This design comes from an exercise in tuning for small area and a short achievable clock period on the open sky130 flow, not from production work. The RTL was checked by simulation tests, not by an equivalence proof against the original design. Power is estimated from default activity; no workload was simulated.

==> module registerFile, before the edit <==
module registerFile
(
    input wire Clk,
    input wire reset,
    input wire writeEnable,
    input wire [RegAddrWidth-1:0] writeAddr,
    input wire [WordWidth-1:0] writeData,
    input wire [RegAddrWidth-1:0] readAddrA,
    input wire [RegAddrWidth-1:0] readAddrB,
    input wire [RegAddrWidth-1:0] readAddrC,
    output logic [WordWidth-1:0] portA,
    output logic [WordWidth-1:0] portB,
    output logic [WordWidth-1:0] portC
);
    logic [WordWidth-1:0] word [1:RegCount-1];
    logic [WordWidth-1:0] writeValue;
    logic [RegCount-1:1] wrSel, wrHold;
    always_comb
    begin
        writeValue = reset ? '0 : writeData;
        for (int i = 1; i < RegCount; i++)
        begin
            wrSel[i] = reset || (writeEnable && writeAddr == RegAddrWidth'(i));
            wrHold[i] = !wrSel[i];
        end
    end
    for (genvar i = 1; i < RegCount; i++)
    begin : gWord
        wire [WordWidth-1:0] next;
        for (genvar b = 0; b < WordWidth; b++)
        begin : gBit
            registerSlot slot (.write(wrSel[i]), .hold(wrHold[i]), .d(writeValue[b]),
                               .q(word[i][b]), .y(next[b]));
        end
        always_ff @(posedge Clk)
            word[i] <= next;
    end
    localparam int Groups = 2;
    localparam int GroupBits = WordWidth / Groups;
    for (genvar g = 0; g < Groups; g++)
    begin : gGroup
        wire [RegCount-1:1] selA, selB, selC;
        readAddressDecoder decA (.addr(readAddrA), .sel(selA));
        readAddressDecoder decB (.addr(readAddrB), .sel(selB));
        readAddressDecoder decC (.addr(readAddrC), .sel(selC));
        for (genvar k = 0; k < GroupBits; k++)
        begin : gBit
            localparam int b = g * GroupBits + k;
            wire [RegCount-1:1] column;
            for (genvar i = 1; i < RegCount; i++)
            begin : gReg
                assign column[i] = word[i][b];
            end
            registerReadCombiner readA (.sel(selA), .data(column), .y(portA[b]));
            registerReadCombiner readB (.sel(selB), .data(column), .y(portB[b]));
            registerReadCombiner readC (.sel(selC), .data(column), .y(portC[b]));
        end
    end
endmodule
clock: 7.0 ns
lec_check: 0
cap_margin: 20
core_margin: 2
core_utilization: 32
place_density: 0.4
setup_slack_margin: 2.2
slew_margin: 20
synth_hierarchical: 1
standard.sh (not shown) runs the stock make flow with config.mk's settings and CLKGATE_MAP_FILE= SYNTH_SCRIPT=/design/flow/synth_recipe.tcl, a recipe that flattens the netlist after the stock synthesis.
==> flow/flow/run.sh <==
#!/bin/bash
# The standard layout (standard.sh: the standard flow's synthesis and ORFS flow) with:
# - plain buffers, instead of delay cells, on the ports, the smallest one
#   on ports off the read paths (io_buffers.tcl);
# - a clock tree of small buffers in larger clusters, without dummy loads.
set -euo pipefail
here=$(cd "$(dirname "$0")" && pwd)
bash standard.sh \
  "BUFFER_PORTS_ARGS=-buffer_cell sky130_fd_sc_hd__buf_4" \
  "POST_GLOBAL_PLACE_TCL=$here/io_buffers.tcl" \
  "CTS_ARGS=-sink_clustering_enable -repair_clock_nets -dont_use_dummy_load -sink_clustering_size 20 -sink_clustering_max_diameter 50 -buf_list {sky130_fd_sc_hd__clkbuf_4 sky130_fd_sc_hd__clkbuf_8}" \
  finish > standard_flow.log 2>&1
==> flow/flow/io_buffers.tcl <==
# After global placement: the buffers of ports off the read paths (instr,
# the write port, reset, and the decoder's outputs) become the smallest
# buffer. The read addresses and read data keep their larger buffers.
set block [ord::get_db_block]
set n 0
foreach bterm [$block getBTerms] {
  set name [$bterm getName]
  if {[regexp {^(readAddr[ABC]|port[ABC]|Clk)} $name]} continue
  set net [$bterm getNet]
  if {$net eq "NULL"} continue
  foreach it [$net getITerms] {
    set inst [$it getInst]
    if {[[$inst getMaster] getName] eq "sky130_fd_sc_hd__buf_4"} {
      replace_cell [$inst getName] sky130_fd_sc_hd__buf_1
      incr n
    }
  }
}
puts "io_buffers.tcl: $n port buffers made buf_1"
==> next run, changes <==
--- a/flow/design.v
+++ b/flow/design.v
@@ -302,13 +302,13 @@
             registerSlot slot (.write(wrSel[i]), .hold(wrHold[i]), .d(writeValue[b]),
                                .q(word[i][b]), .y(next[b]));
         end
         always_ff @(posedge Clk)
             word[i] <= next;
     end
-    localparam int Groups = 2;
+    localparam int Groups = 4;
     localparam int GroupBits = WordWidth / Groups;
     for (genvar g = 0; g < Groups; g++)
     begin : gGroup
         wire [RegCount-1:1] selA, selB, selC;
         readAddressDecoder decA (.addr(readAddrA), .sel(selA));
         readAddressDecoder decB (.addr(readAddrB), .sel(selB));
Outcome: Design area rose slightly; count of clock-buffer cells in the layout rose by 2; non-clock buffer count fell by 199; via count barely changes; worst setup slack loses 0.010 ns; die area rose by a few percent; maximum frequency barely changes; power rose slightly.

========
## job 103
decodeStage, a different RTL version from the one above (not shown whole).
Size in the first run: roughly 990 flip-flops, ~200 I/O pins, ~0.044 mm2 of cells after synthesis.
==> module registerFile, before the edit <==
module registerFile
(
    input wire Clk,
    input wire reset,
    input wire writeEnable,
    input wire [RegAddrWidth-1:0] writeAddr,
    input wire [WordWidth-1:0] writeData,
    input wire [RegAddrWidth-1:0] readAddrA,
    input wire [RegAddrWidth-1:0] readAddrB,
    input wire [RegAddrWidth-1:0] readAddrC,
    output logic [WordWidth-1:0] portA,
    output logic [WordWidth-1:0] portB,
    output logic [WordWidth-1:0] portC
);
    logic [WordWidth-1:0] word [1:RegCount-1];
    logic [RegCount-1:1] wrSel, wrHold;
    always_comb
    begin
        for (int i = 1; i < RegCount; i++)
        begin
            wrSel[i] = !reset && writeEnable && writeAddr == RegAddrWidth'(i);
            wrHold[i] = !reset && !(writeEnable && writeAddr == RegAddrWidth'(i));
        end
    end
    for (genvar i = 1; i < RegCount; i++)
    begin : gWord
        wire [WordWidth-1:0] next;
        for (genvar b = 0; b < WordWidth; b++)
        begin : gBit
            registerSlot slot (.write(wrSel[i]), .hold(wrHold[i]), .d(writeData[b]),
                               .q(word[i][b]), .y(next[b]));
        end
        always_ff @(posedge Clk)
            word[i] <= next;
    end
    localparam int Groups = 2;
    localparam int GroupBits = WordWidth / Groups;
    for (genvar g = 0; g < Groups; g++)
    begin : gGroup
        wire [RegCount-1:1] selA, selB, selC;
        readAddressDecoder decA (.addr(readAddrA), .sel(selA));
        readAddressDecoder decB (.addr(readAddrB), .sel(selB));
        readAddressDecoder decC (.addr(readAddrC), .sel(selC));
        for (genvar k = 0; k < GroupBits; k++)
        begin : gBit
            localparam int b = g * GroupBits + k;
            wire [RegCount-1:1] column;
            for (genvar i = 1; i < RegCount; i++)
            begin : gReg
                assign column[i] = word[i][b];
            end
            registerReadCombiner readA (.sel(selA), .data(column), .y(portA[b]));
            registerReadCombiner readB (.sel(selB), .data(column), .y(portB[b]));
            registerReadCombiner readC (.sel(selC), .data(column), .y(portC[b]));
        end
    end
endmodule
export LEC_CHECK = 0
export CAP_MARGIN = 20
export CORE_MARGIN = 2
export CORE_UTILIZATION = 32
export PLACE_DENSITY = 0.3
export SETUP_SLACK_MARGIN = 2.2
export SLEW_MARGIN = 20
export SYNTH_HIERARCHICAL = 1
create_clock -name core_clock -period 7.0 [get_ports {Clk}]
==> flow/flow/run.sh <==
#!/bin/bash
# The standard layout (standard.sh: the standard flow's synthesis and ORFS flow) with:
# - the register file placed as a regular array before global placement
#   (array.tcl), released after it (release.tcl), and the read ports' pins
#   on the die edges next to it (pins.tcl);
# - plain buffers, instead of delay cells, on the ports, the smallest one
#   on ports off the read paths (io_buffers.tcl);
# - a clock tree of small buffers in larger clusters, without dummy loads.
set -euo pipefail
here=$(cd "$(dirname "$0")" && pwd)
bash standard.sh \
  "PRE_GLOBAL_PLACE_SKIP_IO_TCL=$here/array.tcl" \
  "PRE_IO_PLACEMENT_TCL=$here/pins.tcl" \
  "BUFFER_PORTS_ARGS=-buffer_cell sky130_fd_sc_hd__buf_4" \
  "POST_GLOBAL_PLACE_TCL=$here/post_gp.tcl" \
  "CTS_ARGS=-sink_clustering_enable -repair_clock_nets -dont_use_dummy_load -sink_clustering_size 12 -sink_clustering_max_diameter 50 -buf_list {sky130_fd_sc_hd__clkbuf_4 sky130_fd_sc_hd__clkbuf_8}" \
  finish > standard_flow.log 2>&1
Scripts as last shown in full above: flow/flow/io_buffers.tcl
Other scripts of this flow, unchanged in this note and not shown: flow/flow/array.tcl, flow/flow/pins.tcl, flow/flow/post_gp.tcl, flow/flow/release.tcl
diff inputs: job 103 => job 101
--- a/flow/design.v
+++ b/flow/design.v
@@ -312,13 +312,15 @@
     output logic [WordWidth-1:0] portC
 );
     logic [WordWidth-1:0] word [1:RegCount-1];
+    logic [WordWidth-1:0] writeValue;
     logic [RegCount-1:1] wrSel, wrHold;
     always_comb
     begin
+        writeValue = reset ? '0 : writeData;
         for (int i = 1; i < RegCount; i++)
         begin
-            wrSel[i] = !reset && writeEnable && writeAddr == RegAddrWidth'(i);
-            wrHold[i] = !reset && !(writeEnable && writeAddr == RegAddrWidth'(i));
+            wrSel[i] = reset || (writeEnable && writeAddr == RegAddrWidth'(i));
+            wrHold[i] = !wrSel[i];
         end
     end
     for (genvar i = 1; i < RegCount; i++)
@@ -326,7 +328,7 @@
         wire [WordWidth-1:0] next;
         for (genvar b = 0; b < WordWidth; b++)
         begin : gBit
-            registerSlot slot (.write(wrSel[i]), .hold(wrHold[i]), .d(writeData[b]),
+            registerSlot slot (.write(wrSel[i]), .hold(wrHold[i]), .d(writeValue[b]),
                                .q(word[i][b]), .y(next[b]));
         end
         always_ff @(posedge Clk)
Results
- Job 101 finished end to end and its layout was clean on timing, DRC and antenna.
- Comparing job 101 and job 103, the higher largest net degree at the start of global routing is on job 101.
- Job 101 vs job 103: final non-filler cell area down slightly
- The number of clock buffers inserted by TritonCTS in job 101 was lower than what job 103 gave.
- Changes observed in job 101 relative to job 103: fraction of power spent switching nets increased by 3.5 points relative to the old numbers; first-iteration DRC count decreased by 4.6% relative to the old numbers; layout buffering overhead excluding clock cells decreased by 1.2 points relative to the old numbers; global-route track usage on met2 increased by 0.55 points relative to the old numbers.

==> re-timing with driven ports <==
In the flow no input, the clock included, has a driving cell. The finished layouts below were timed again as built, in two steps. Step 1, drivers: a clkbuf_16 drives Clk and a buf_2 each remaining input, both assumed. Step 2 times the ports against the registers' clock, not the clock port: input delays grow and output delays shrink by t, the midpoint of the rising clock arrivals with the driver on. Three values: ideal ports, drivers, drivers and shift; two values: the first two.
run	t (ns)	slack for setup (ns)	clock arrival spread, ns
the first run of note 1	0.957	2.087 / 1.919 / 1.919	0.086 / 0.087
the second run of note 1	0.944	2.076 / 2.007 / 2.007	0.115 / 0.115
job 103	0.859	2.046 / 2.013 / 2.013	0.112 / 0.112
job 101	0.883	2.152 / 2.104 / 2.104	0.066 / 0.065
After both steps setup and hold are still met in every run listed. For the first run of note 1, which loses most, drivers alone change the setup slack by -0.168 ns; drivers and shift together by -0.168 ns.
